Source: an optimization exercise on an open RTL-to-GDS flow (aim: small area and a short achievable clock period). Production flows keep margins and buffers that such runs may drop.
Function was checked by simulation only, so behaviour that the tests miss may differ from the original.
No activity file was given, so power comes from the tool's default toggle rates.

$ cat design/flow/design.v
package pgb_pkg;
    localparam int QUEUE_DEPTH = 4;
endpackage
module pgb_front (
    input  logic        i_clk,
    input  logic        i_rst_n,
    input  logic        i_accept,
    input  logic [31:0] i_vertex_a,
    input  logic [31:0] i_vertex_b,
    input  logic [31:0] i_vertex_c,
    input  logic [15:0] i_material,
    input  logic        i_last_triangle,
    output logic        o_closing,
    output logic [31:0] o_sv,
    output logic [31:0] o_ge,
    output logic [16:0] o_cnt,
    output logic [31:0] o_sv1,
    output logic [31:0] o_ge1,
    output logic [16:0] o_cnt1,
    output logic [31:0] o_max1
);
    logic [15:0] r_mat;
    logic [31:0] r_sv, r_ge, r_max;
    logic [16:0] r_cnt;
    logic        ab, ac, bc;
    logic [31:0] tmin, tmax, tinc;
    logic        closing, tmax_ones, ge_hit;
    assign closing = (i_material != r_mat);
    assign ab = i_vertex_a < i_vertex_b;
    assign ac = i_vertex_a < i_vertex_c;
    assign bc = i_vertex_b < i_vertex_c;
    assign tmin = (ab && ac)   ? i_vertex_a : (bc ? i_vertex_b : i_vertex_c);
    assign tmax = (!ab && !ac) ? i_vertex_a : (bc ? i_vertex_c : i_vertex_b);
    assign tinc = tmax + 32'd1;
    assign tmax_ones = &tmax;
    assign ge_hit = (tmax >= r_ge) && !tmax_ones;
    assign o_closing = closing;
    assign o_sv   = r_sv;
    assign o_ge   = r_ge;
    assign o_cnt  = r_cnt;
    assign o_sv1  = (closing || tmin < r_sv) ? tmin : r_sv;
    assign o_ge1  = closing ? (tmax_ones ? i_vertex_a : tinc)
                            : (ge_hit ? tinc : r_ge);
    assign o_cnt1 = closing ? 17'd1 : r_cnt + 17'd1;
    assign o_max1 = (tmax > r_max) ? tmax : r_max;
    always_ff @(posedge i_clk) begin
        if (!i_rst_n) begin
            r_mat <= '0;
            r_sv  <= '0;
            r_ge  <= '0;
            r_cnt <= '0;
            r_max <= '0;
        end else if (i_accept) begin
            if (i_last_triangle) begin
                r_mat <= '0;
                r_sv  <= '0;
                r_ge  <= '0;
                r_cnt <= '0;
                r_max <= '0;
            end else begin
                r_mat <= i_material;
                r_sv  <= o_sv1;
                r_ge  <= o_ge1;
                r_cnt <= o_cnt1;
                r_max <= o_max1;
            end
        end
    end
endmodule
module pgb_queue (
    input  logic        i_clk,
    input  logic        i_rst_n,
    input  logic        i_push,
    input  logic        i_pop,
    input  logic        i_has_closed,
    input  logic        i_has_final,
    input  logic [31:0] i_asv,
    input  logic [31:0] i_age,
    input  logic [16:0] i_cnt,
    input  logic [31:0] i_bsv,
    input  logic [31:0] i_bge,
    input  logic [31:0] i_bmax,
    output logic        o_full,
    output logic        o_empty,
    output logic        o_has_closed,
    output logic        o_has_final,
    output logic [31:0] o_asv,
    output logic [31:0] o_age,
    output logic [16:0] o_cnt,
    output logic [31:0] o_bsv,
    output logic [31:0] o_bge,
    output logic [31:0] o_bmax
);
    localparam int W = 2 + 32 + 32 + 17 + 32 + 32 + 32;
    logic [W-1:0] r_mem [0:3];
    logic [2:0]   r_wptr, r_rptr;
    logic [W-1:0] head;
    assign o_full  = (r_wptr[1:0] == r_rptr[1:0]) && (r_wptr[2] != r_rptr[2]);
    assign o_empty = (r_wptr == r_rptr);
    assign head    = r_mem[r_rptr[1:0]];
    assign {o_has_closed, o_has_final, o_asv, o_age, o_cnt, o_bsv, o_bge, o_bmax} = head;
    always_ff @(posedge i_clk) begin
        if (!i_rst_n) begin
            r_wptr <= '0;
            r_rptr <= '0;
        end else begin
            if (i_push) r_wptr <= r_wptr + 3'd1;
            if (i_pop)  r_rptr <= r_rptr + 3'd1;
        end
    end
    always_ff @(posedge i_clk) begin
        if (i_push) begin
            r_mem[r_wptr[1:0]] <= {i_has_closed, i_has_final, i_asv, i_age, i_cnt,
                                   i_bsv, i_bge, i_bmax};
        end
    end
endmodule
module pgb_back (
    input  logic        i_clk,
    input  logic        i_rst_n,
    input  logic        i_empty,
    input  logic        i_has_closed,
    input  logic        i_has_final,
    input  logic [31:0] i_asv,
    input  logic [31:0] i_age,
    input  logic [16:0] i_cnt,
    input  logic [31:0] i_bsv,
    input  logic [31:0] i_bge,
    input  logic [31:0] i_bmax,
    input  logic        i_stall,
    output logic        o_pop,
    output logic        o_valid,
    output logic [31:0] o_group_start_index,
    output logic [31:0] o_group_start_vertex,
    output logic [31:0] o_group_vertex_span,
    output logic [31:0] o_group_triangles,
    output logic [31:0] o_group_number,
    output logic        o_final_record,
    output logic        o_wide_indices,
    output logic [31:0] o_largest_index,
    output logic [31:0] o_index_total
);
    logic        r_second;
    logic [17:0] r_acc;
    logic [16:0] r_grp;
    logic        take, fin_view, two_recs;
    logic [16:0] cnt;
    logic [31:0] sv, ge;
    logic [17:0] cnt3;
    assign o_valid  = !i_empty;
    assign take     = o_valid && !i_stall;
    assign two_recs = i_has_closed && i_has_final;
    assign fin_view = r_second || !i_has_closed;
    assign o_pop    = take && (r_second || !two_recs);
    assign cnt  = r_second ? 17'd1 : i_cnt;
    assign cnt3 = {1'b0, cnt} + {cnt, 1'b0};
    assign sv   = fin_view ? i_bsv : i_asv;
    assign ge   = fin_view ? i_bge : i_age;
    assign o_group_start_index  = {14'd0, r_acc};
    assign o_group_start_vertex = sv;
    assign o_group_vertex_span  = ge - sv;
    assign o_group_triangles    = {15'd0, cnt};
    assign o_group_number       = {15'd0, r_grp};
    assign o_final_record       = fin_view;
    assign o_wide_indices       = fin_view && (|i_bmax[31:16]);
    assign o_largest_index      = fin_view ? i_bmax : 32'd0;
    assign o_index_total        = fin_view ? {14'd0, r_acc + cnt3} : 32'd0;
    always_ff @(posedge i_clk) begin
        if (!i_rst_n) begin
            r_second <= 1'b0;
            r_acc    <= '0;
            r_grp    <= '0;
        end else if (take) begin
            r_second <= two_recs && !r_second;
            if (fin_view) begin
                r_acc <= '0;
                r_grp <= '0;
            end else begin
                r_acc <= r_acc + cnt3;
                r_grp <= r_grp + 17'd1;
            end
        end
    end
endmodule
module primitive_group_builder (
    input  logic        i_clk,
    input  logic        i_rst_n,
    input  logic        i_valid,
    output logic        o_stall,
    input  logic [31:0] i_vertex_a,
    input  logic [31:0] i_vertex_b,
    input  logic [31:0] i_vertex_c,
    input  logic [15:0] i_material,
    input  logic        i_last_triangle,
    output logic        o_valid,
    input  logic        i_stall,
    output logic [31:0] o_group_start_index,
    output logic [31:0] o_group_start_vertex,
    output logic [31:0] o_group_vertex_span,
    output logic [31:0] o_group_triangles,
    output logic [31:0] o_group_number,
    output logic        o_final_record,
    output logic        o_wide_indices,
    output logic [31:0] o_largest_index,
    output logic [31:0] o_index_total
);
    logic        full, empty, accept, push, pop, closing;
    logic [31:0] f_sv, f_ge, f_sv1, f_ge1, f_max1;
    logic [16:0] f_cnt, f_cnt1;
    logic        h_hc, h_hf;
    logic [31:0] h_asv, h_age, h_bsv, h_bge, h_bmax;
    logic [16:0] h_cnt;
    assign accept  = i_valid && !full;
    assign push    = accept && (closing || i_last_triangle);
    assign o_stall = full;
    pgb_front u_front (
        .i_clk           (i_clk),
        .i_rst_n         (i_rst_n),
        .i_accept        (accept),
        .i_vertex_a      (i_vertex_a),
        .i_vertex_b      (i_vertex_b),
        .i_vertex_c      (i_vertex_c),
        .i_material      (i_material),
        .i_last_triangle (i_last_triangle),
        .o_closing       (closing),
        .o_sv            (f_sv),
        .o_ge            (f_ge),
        .o_cnt           (f_cnt),
        .o_sv1           (f_sv1),
        .o_ge1           (f_ge1),
        .o_cnt1          (f_cnt1),
        .o_max1          (f_max1)
    );
    pgb_queue u_queue (
        .i_clk        (i_clk),
        .i_rst_n      (i_rst_n),
        .i_push       (push),
        .i_pop        (pop),
        .i_has_closed (closing),
        .i_has_final  (i_last_triangle),
        .i_asv        (f_sv),
        .i_age        (f_ge),
        .i_cnt        (closing ? f_cnt : f_cnt1),
        .i_bsv        (f_sv1),
        .i_bge        (f_ge1),
        .i_bmax       (f_max1),
        .o_full       (full),
        .o_empty      (empty),
        .o_has_closed (h_hc),
        .o_has_final  (h_hf),
        .o_asv        (h_asv),
        .o_age        (h_age),
        .o_cnt        (h_cnt),
        .o_bsv        (h_bsv),
        .o_bge        (h_bge),
        .o_bmax       (h_bmax)
    );
    pgb_back u_back (
        .i_clk                (i_clk),
        .i_rst_n              (i_rst_n),
        .i_empty              (empty),
        .i_has_closed         (h_hc),
        .i_has_final          (h_hf),
        .i_asv                (h_asv),
        .i_age                (h_age),
        .i_cnt                (h_cnt),
        .i_bsv                (h_bsv),
        .i_bge                (h_bge),
        .i_bmax               (h_bmax),
        .i_stall              (i_stall),
        .o_pop                (pop),
        .o_valid              (o_valid),
        .o_group_start_index  (o_group_start_index),
        .o_group_start_vertex (o_group_start_vertex),
        .o_group_vertex_span  (o_group_vertex_span),
        .o_group_triangles    (o_group_triangles),
        .o_group_number       (o_group_number),
        .o_final_record       (o_final_record),
        .o_wide_indices       (o_wide_indices),
        .o_largest_index      (o_largest_index),
        .o_index_total        (o_index_total)
    );
endmodule
$ cat design/flow/config.mk
export PLATFORM = sky130hd
export DESIGN_NAME = primitive_group_builder
export DESIGN_NICKNAME = primitive_group_builder
export VERILOG_FILES = /design/flow/design.v
export SDC_FILE = /design/flow/constraint.sdc
export NUM_CORES = 4
export LEC_CHECK = 0
export CAP_MARGIN = 20
export CORE_MARGIN = 2
export CORE_UTILIZATION = 40
export SLEW_MARGIN = 20
$ cat design/flow/run.sh
#!/bin/bash
# synth_recipe.tcl (not shown) runs the flow's synth.tcl, then flattens the netlist and writes it again
# the make line also repeats each setting of config.mk as NAME=value (left out here)
make -C /OpenROAD-flow-scripts/flow DESIGN_CONFIG=/design/flow/config.mk WORK_HOME=/design/flow/orfs CLKGATE_MAP_FILE= SYNTH_SCRIPT=/design/flow/synth_recipe.tcl finish
$ cat design/flow/constraint.sdc
create_clock -name core_clock -period 12.5 [get_ports {i_clk}]
set_input_delay 2.5000 -clock core_clock [delete_from_list [all_inputs] [get_ports {i_clk}]]
set_output_delay 2.5000 -clock core_clock [all_outputs]
set_load 0.01 [all_outputs]
==> results.txt <==
## power by group through the flow
stage / clock network, W / logic, W / registers [W]
global placement: 0 / 0.00311 / 0.00362
detailed placement: 0 / 0.00313 / 0.00363
CTS: 0.00270 / 0.00314 / 0.00356
finish: 0.00264 / 0.00310 / 0.00356
floorplan: 0 / 0.00187 / 0.00360
global route: 0.00282 / 0.00338 / 0.00358
## stage by stage
step / util, % / hold WS, ns
after floorplan: - / 0.4444
after global placement: 44.11 / 0.4517
after detailed placement: 44.12 / 0.4610
after CTS: 46.68 / 0.4703
after global routing: 46.71 / 0.4984
final: 46.71 / 0.4670
## Yosys cell counts (13+ instances only)
cell	n
o21ai_0	133
clkbuf_1	105
a21oi_1	181
buf_2	13
nand2_1	204
a21o_1	80
or3_1	14
a22o_1	42
a211oi_1	29
ha_1	245
buf_1	24
mux2_2	93
dfxtp_1	173
fa_1	18
mux4_2	177
xnor2_1	76
xor2_1	41
nand3_1	63
and2_1	53
edfxtp_1	716
inv_1	225
a22oi_1	45
and3_1	60
buf_4	62
nor4_1	16
mux2i_1	122
nor3_1	29
nand4_1	49
nor2_1	227
nor2b_1	33
## how the worst max path moves through the flow
| stage | from | end | slack, ns | cells after the start |
|---|---|---|---|---|
| 3_5_place_dp | i_vertex_c[29] | u_queue.r_mem[2][10]$_DFFE_PP_ | 2.28 | 22 |
| 4_1_cts | register | o_group_vertex_span[30] | 1.91 | 22 |
| 5_1_grt | register | o_group_vertex_span[31] | 1.65 | 21 |
| 2_1_floorplan | i_vertex_c[29] | u_queue.r_mem[0][65]$_DFFE_PP_ | 4.26 | 23 |
| 3_3_place_gp | i_vertex_a[17] | u_queue.r_mem[0][37]$_DFFE_PP_ | 1.87 | 20 |
| 6_report | register | o_group_vertex_span[31] | 2.07 | 21 |
## sequential cells by signal, summed over array words and instances (netlist names), named ones only
register         flops
u_back.r_acc        18
u_back.r_grp        17
u_back.r_second      1
u_front.r_cnt       17
u_front.r_ge        32
u_front.r_mat       16
u_front.r_max       32
u_front.r_sv        32
u_queue.r_mem      716
u_queue.r_rptr       3
u_queue.r_wptr       3
## worst reg2reg max path: stages, from the launching register on
cell       delay [ns]
dfxtp_4          0.86
mux2i_1          0.23
a211o_1          0.38
fa_1             0.52
inv_1            0.04
ha_1             0.22
fa_1             0.41
a21o_1           0.18
a21oi_1          0.22
nor2b_1          0.08
o21a_1           0.21
o311a_1          0.33
a2111oi_0        0.41
a211oi_1         0.18
a211o_1          0.29
a21oi_1          0.18
xnor2_1          0.17
o21ai_0          0.13
## layout by cell type (no fill, tap or decap), types with 42 or more instances in the layout
cell type	netlist	routed
mux4_2	177	177
edfxtp_1	716	716
clkbuf_16	0	93
a22o_1	42	42
nand2_1	204	204
a21oi_1	181	179
mux2i_1	122	122
dfxtp_1	173	171
xnor2_1	76	76
and3_1	60	56
nor2_1	227	225
a22oi_1	45	45
conb_1	1	58
clkdlybuf4s50_1	0	286
a21o_1	80	80
mux2_2	93	93
o21ai_0	133	132
nand4_1	49	49
inv_1	225	224
ha_1	245	245
nand3_1	63	62
buf_4	62	44
and2_1	53	53
## routing by layer
layer / track usage, % / part of all wire [%] / vias up
met2: 32.03 / 45 / 1067
met3: 3.817 / 6.9 / 174
met1: 30.15 / 45 / 14800
met5: 0 / 0.010 / -
met4: 6.972 / 3.0 / 2
li1: - / - / 13890
## layout make-up
cell class | count | area share [%]
diodes | 2 | 0.009409
well taps | 1512 | 3.556
flip-flops and latches | 889 | 46.94
clock inverters | 37 | 0.6515
inverters | 228 | 1.621
multi-input cells | 2278 | 36.11
repair buffers | 337 | 6.280
clock buffers | 130 | 4.824
## logic make-up after synthesis
family | Yosys count | share of synthesized area (%)
AO/OA/AOI/OAI | 656 | 9.383
other | 1 | 0.008189
multiplexers | 395 | 13.76
buffers and inverters | 438 | 4.262
adder cells (fa/ha/maj) | 263 | 7.481
XOR/XNOR | 117 | 2.238
AND/OR/NAND/NOR | 789 | 8.350
flip-flops | 889 | 54.52
==> metrics.csv <==
metric,value,unit
CP bufs+invs,4,
Final HPWL DP,88950,µm
synthesized instance count,3548,
cts repair resizes,0,
hold_sp,u_front.r_mat[15]$_SDFFE_PN0P_,
Cell Int Power,0.006378,W
syn avg cell area,12.91,µm²
CTS Root Buffer Type,clkbuf_16,
area delta synth->final,16.16,%
DR WL/cell,23.08,µm
Hold EP,u_front.r_mat[15]$_SDFFE_PN0P_,
Non-Filler Instances,5413,
Avg Vias per Cell,5.530,
DRT iter0 DRCs,2596,
Placer Congestion,0.9216,
via count,29930,
Max Clock Skew,0.04000,ns
Setup-failing EPs final,0,
CORE AREA,113900,µm²
pin count of the biggest net entering global routing,144,
clock power share,28.4,%
hold path depth,2,
Rel. slew slack,24.97,%
Multi-input gate area,19210,µm²
Storage cell area,24970,µm²
largest stage delay on the critical path,0.86,ns
Leak,19.33,nW
die height,342.4,µm
# rows,124,
fin crit share,83.44,%
setup bufs post-CTS,0,
DIE WIDTH,342.4,µm
slowest stage cell on the critical path,dfxtp_4,
I/O pin cnt,345,
Clock Latency Late Sink,0.67,ns
Final ANT Viol Nets,0,
TritonCTS clock tree,built,
Max VDD drop,0.1512,mV
Nets,4205,
H-tree levels,3,
port buffer count,286,
Filler cells,10090,
CP top delay family,compound AO/OA/AOI/OAI gates,
top_reg_cell synth,edfxtp_1,
# hold bufs at CTS,0,
first-pass GRT wire length,184800,µm
reg2reg end,u_back.r_acc[17]$_SDFFE_PN0P_,
Hold Path Class,reg -> reg,
post-route minimum period,10.43,ns
Clock Pin Slew Worst Setup and Hold Paths,0.06,ns
Net Sw Frac,31.41,%
Fin. Hold Viols,0,
"Cell Chain, Critical Path","nor2b_1, a211oi_1, a211oi_2, buf_4, inv_6, buf_12, mux4_2, mux2i_1, ha_1, a21o_1, a21o_1, a21o_1, a21oi_1, o31ai_1, a22oi_1, a211oi_1, o32a_1, a41o_1, a21oi_1, xor2_1, clkdlybuf4s50_1",
worst path required time,10.00,ns
Initial Util,40.21,%
Most common cell on crit path,a21o_1,
setup slack after layout,2.070,ns
PD cells,174.8,nW/µm²
Worst R2R Path Depth,17,
max frequency,0.09588,GHz
DRC errors left,0,
Syn Std Cell Area,45790,µm²
Fin Setup TNS,0,ns
"Seq/Total Area, Yosys",54.52,%
Seq pwr share,38.3,%
Synth cell types,94,
Crit path arrival time,7.93,ns
status,no timing/DRC/antenna violations,
GRT Overall Usage,20.98,%
clock buffer count from CTS,91,
die area,117200,µm²
Async SR Flop Fraction,0,%
number of synthesized flops with an enable pin,716,
Synth area leader,edfxtp_1,
share of cells above drive strength 1,12.82,%
Crit Path Category,reg -> out,
GRT Residual Overflow,0,
Post-Layout Inst Area,53190,µm²
Tightest Pin Transition,1.114,ns
Syn. warnings,3,
Synth Register Bits,889,
Max-Cap Viols,0,
Place WS,2.276,ns
Startpoint Class,register,
Power Total,0.009299,W
clock sink count,889,
Gate power share,33.3,%
clk buf depth,3,
DRT Pass-1 Iters,5,
Synth top area share,46.95,%
RSZ-0062 raised after global routing,no,
largest cells by area after synthesis,"edfxtp_1, mux4_2, dfxtp_1",
Crit. End Element,output port,
post-placement cell count,5243,
Total Wirelength,124900,µm
vias in the first global route,28560,
Placed Area,50250,µm²
P_sw,0.002921,W
antenna violations before repair,4,
worst-path fanout max,92,
R2R setup slack,7.34,ns
Final Max Tran Viols,0,

## what the ideal ports hide
In the flow no input, the clock included, has a driving cell. The finished layout below was timed again as built, in two steps. Step 1 (the two cells are an assumption about what drives the block):
set clk [get_ports {i_clk}]
set_driving_cell -lib_cell sky130_fd_sc_hd__clkbuf_16 $clk
set_driving_cell -lib_cell sky130_fd_sc_hd__buf_2 [delete_from_list [all_inputs] $clk]
Step 2 times the ports against the registers' clock, not the clock port: input delays grow and output delays shrink by t, the midpoint of the rising clock arrivals with the driver on. Three values: no drivers, after step 1, after step 2; two values: the first two.
shift t [ns]: 0.711
slack for setup (ns): 2.070 / 2.006 / 2.225
clock arrival spread, ns: 0.040 / 0.040
slew at the worst register clock pin (ns): 0.07 / 0.07
After both steps this run still meets setup and hold. For this run, drivers alone change the setup slack by -0.064 ns; drivers and shift together by +0.155 ns.
